What follows belongs to an exercise in optimizing a design on an open flow for small area; a production flow would make more cautious choices. Only simulation tests tie the RTL to the original design; equivalence was not proved. Power figures rest on the tool's default switching activity, not on a simulated workload.

Setup of run 1:
## rtype_mc_datapath
module rtype_mc_datapath #(
    parameter int DATA_W = 32,
    parameter int NREGS  = 32
) (
    input  logic              clk,
    input  logic              reset,
    input  logic              instr_valid,
    output logic              instr_ready,
    input  logic [31:0]       instr,
    output logic [DATA_W-1:0] out,
    output logic [5:0]        op,
    output logic              zero,
    output logic              done,
    output logic              illegal,
    output logic              ovf,
    input  logic [4:0]        dbg_addr,
    output logic [DATA_W-1:0] dbg_data
);
    localparam logic [4:0] T_IDLE = 5'd17, T_LOAD = 5'd30, T_PRE = 5'd31, T_DONE = 5'd16;
    logic [4:0]  t_q, t_d;
    logic [4:0]  ia_q;      
    logic        busy_q;    
    logic [21:0] ins_q;     
    logic        rdnz_q;
    logic [31:0] a_q;
    logic        cy_q, f_q, z_q, b0_q, b1_q;
    logic [4:0]  g_q;
    logic        init_q;
    logic [31:0] ring_q [31];
    logic is_load, is_pre, is_step, is_done, wait_in;
    logic [4:0] t_inc;
  ...
Size in the first run: ~120 I/O pins.
==> flow/config.mk <==
export PLATFORM = sky130hd
export DESIGN_NAME = rtype_mc_datapath
export DESIGN_NICKNAME = rtype_mc_datapath
export VERILOG_FILES = /design/flow/design.v
export SDC_FILE = /design/flow/constraint.sdc
export NUM_CORES = 4
export LEC_CHECK = 0
export CAP_MARGIN = 5
export CELL_PAD_IN_SITES_DETAIL_PLACEMENT = 1
export CELL_PAD_IN_SITES_GLOBAL_PLACEMENT = 2
export CORE_MARGIN = 2
export CORE_UTILIZATION = 50
export GPL_TIMING_DRIVEN = 0
export PLACE_DENSITY = 0.6
export SLEW_MARGIN = 5
export SYNTH_HIERARCHICAL = 1
export SYNTH_MINIMUM_KEEP_SIZE = 0
==> flow/constraint.sdc <==
create_clock -name core_clock -period 8.0 [get_ports {clk}]
set_input_delay 1.6000 -clock core_clock [delete_from_list [all_inputs] [get_ports {clk}]]
set_output_delay 1.6000 -clock core_clock [all_outputs]
set_load 0.01 [all_outputs]
standard.sh (not shown) runs the stock make flow with config.mk's settings and CLKGATE_MAP_FILE= SYNTH_SCRIPT=/design/flow/synth_recipe.tcl, a recipe that flattens the netlist after the stock synthesis.
==> flow/flow/run.sh <==
#!/bin/bash
# Standard ORFS layout with these changes: ports are buffered with buf_1 (the smallest
# buffer) instead of ORFS's default pick; before repair_design, drivers of nets with 16
# or more loads get drive strength 4 (flow/presize.tcl); CTS uses clkbuf_8 with sink
# clusters of up to 16 flip-flops within 50 um, and no dummy loads.
set -euo pipefail
here=$(pwd)
bash standard.sh synth > synth.log 2>&1
bash standard.sh finish \
  "BUFFER_PORTS_ARGS=-buffer_cell sky130_fd_sc_hd__buf_1" \
  "PRE_RESIZE_TCL=$here/flow/presize.tcl" \
  "CTS_ARGS=-sink_clustering_enable -repair_clock_nets -dont_use_dummy_load -buf_list sky130_fd_sc_hd__clkbuf_8 -sink_clustering_size 16 -sink_clustering_max_diameter 50" \
  > layout.log 2>&1
==> flow/flow/presize.tcl <==
# Before repair_design: give each combinational driver of a net with 16 or more loads the
# _4 drive strength of its own cell, so the net needs no slew buffers.
set n_up 0
foreach inst [get_cells *] {
  set master [get_property $inst ref_name]
  if {![regexp {^(sky130_fd_sc_hd__[a-z0-9]+)_([0-9]+)$} $master -> base size]} { continue }
  if {[string match "*df*" $base] || [string match "*buf*" $base] || [string match "*inv*" $base]} { continue }
  if {$size >= 4} { continue }
  set fo 0
  foreach pin [get_pins -of_objects $inst -filter "direction==output"] {
    set net [get_nets -quiet -of_objects $pin]
    if {$net eq ""} { continue }
    set n [llength [get_pins -quiet -of_objects $net -filter "direction==input"]]
    if {$n > $fo} { set fo $n }
  }
  if {$fo < 16} { continue }
  set target [get_lib_cells -quiet */${base}_4]
  if {$target eq ""} { continue }
  replace_cell $inst [get_name $target]
  incr n_up
}
puts "presize: $n_up drivers set to drive strength 4"
Having completed the whole flow, run 1 delivered a layout that passed the timing, design-rule and antenna checks.
[inputs] run 2 vs run 1
==> flow/flow/run.sh <==
#!/bin/bash
# Standard ORFS layout with these changes: ports are buffered with buf_1 (the smallest
# buffer) instead of ORFS's default pick; CTS uses clkbuf_8 with sink clusters of up to
# 16 flip-flops within 50 um, and no dummy loads.
set -euo pipefail
bash standard.sh synth > synth.log 2>&1
bash standard.sh finish \
  "BUFFER_PORTS_ARGS=-buffer_cell sky130_fd_sc_hd__buf_1" \
  "CTS_ARGS=-sink_clustering_enable -repair_clock_nets -dont_use_dummy_load -buf_list sky130_fd_sc_hd__clkbuf_8 -sink_clustering_size 16 -sink_clustering_max_diameter 50" \
  > layout.log 2>&1
removed: flow/flow/presize.tcl
--- outcome ---
Run 2 against run 1: combinational power +about 5%; routed wire length grew by 0.36%. [compare] base=run 1 new=run 2: via count comparable; final design instance area without fill now larger; sequential share of layout area now smaller. In the flow results for run 1 and run 2, the worst endpoint data arrival time is smaller on run 1. Against run 1, overall power of the completed layout in run 2 came out worse. Worst hold slack was lower in the run labelled run 1. The final setup skew reported for run 2 is smaller than that of run 1 by 0.0071 ns. In the metrics for run 1 and run 2, the one carrying the lower core utilization of the finished layout is run 1.
> inputs changed (run 2 -> run 3)
==> flow/flow/run.sh <==
#!/bin/bash
# Standard ORFS layout with these changes: ports are buffered with buf_1 (the smallest
# buffer) instead of ORFS's default pick; synthesis buffers are removed at floorplan;
# before repair_design, drivers of nets with 10
# or more loads get drive strength 4 (flow/presize.tcl); CTS uses clkbuf_8 with sink
# clusters of up to 16 flip-flops within 50 um, and no dummy loads.
set -euo pipefail
here=$(pwd)
bash standard.sh synth > synth.log 2>&1
bash standard.sh finish \
  "BUFFER_PORTS_ARGS=-buffer_cell sky130_fd_sc_hd__buf_1" \
  "PRE_RESIZE_TCL=$here/flow/presize.tcl" \
  "REMOVE_ABC_BUFFERS=1" \
  "CTS_ARGS=-sink_clustering_enable -repair_clock_nets -dont_use_dummy_load -buf_list sky130_fd_sc_hd__clkbuf_8 -sink_clustering_size 16 -sink_clustering_max_diameter 50" \
  > layout.log 2>&1
==> flow/flow/presize.tcl (new file) <==
# Before repair_design: give each combinational driver of a net with 10 or more loads the
# _4 drive strength of its own cell, so the net needs no slew buffers.
set n_up 0
foreach inst [get_cells *] {
  set master [get_property $inst ref_name]
  if {![regexp {^(sky130_fd_sc_hd__[a-z0-9]+)_([0-9]+)$} $master -> base size]} { continue }
  if {[string match "*df*" $base] || [string match "*buf*" $base] || [string match "*inv*" $base]} { continue }
  if {$size >= 4} { continue }
  set fo 0
  foreach pin [get_pins -of_objects $inst -filter "direction==output"] {
    set net [get_nets -quiet -of_objects $pin]
    if {$net eq ""} { continue }
    set n [llength [get_pins -quiet -of_objects $net -filter "direction==input"]]
    if {$n > $fo} { set fo $n }
  }
  if {$fo < 10} { continue }
  set target [get_lib_cells -quiet */${base}_4]
  if {$target eq ""} { continue }
  replace_cell $inst [get_name $target]
  incr n_up
}
puts "presize: $n_up drivers set to drive strength 4"
Findings:
- Run 3 reached the final stage; the timing, design-rule and antenna checks on its layout passed.
- Run 2 -> run 3: clock share of power flat
- Run 3 -> run 2: area share of xor/xnor cells in the synthesized design delta 0, exact match
- Run 3 vs run 2: placement-stage cell area down in run 3
- Run 3 against run 2: number of ordinary and repair buffers in the finished layout shrank by 29%; largest clock skew in the final design shrank by 0.0094 ns; area of the die held steady.
- Row setup slack: run 3 higher / run 2 lower

static timing again, ports no longer ideal:
Ports are ideal in the flow. The routed layouts listed here were re-timed in OpenROAD. Step 1 sets driving cells, clkbuf_16 on the clock port and buf_2 on the other inputs (assumed; they add their load-dependent delay and slew). Step 2, shift: input delay + t, output delay - t, t = (earliest + latest rising clock arrival at the registers) / 2. This alone moves slack from input paths to output paths. a / b / c = no drivers / after step 1 / after step 2; a / b = the first two.
run | t (ns) | slack for setup (ns) | hold WS [ns] | worst setup path at the end | worst data-port slew with drivers (ns)
run 1 | 0.730 | 0.306 / 0.287 / 0.287 | 0.266 / 0.266 / 0.266 | input to output | 0.04
run 2 | 0.731 | 0.292 / 0.269 / 0.269 | 0.278 / 0.278 / 0.278 | input to output | 0.04
run 3 | 0.727 | 0.431 / 0.412 / 0.412 | 0.302 / 0.302 / 0.302 | input to output | 0.05
After both steps every run listed still meets setup and hold. For run 2, which loses most, drivers alone change the setup slack by -0.023 ns; drivers and shift together by -0.023 ns.
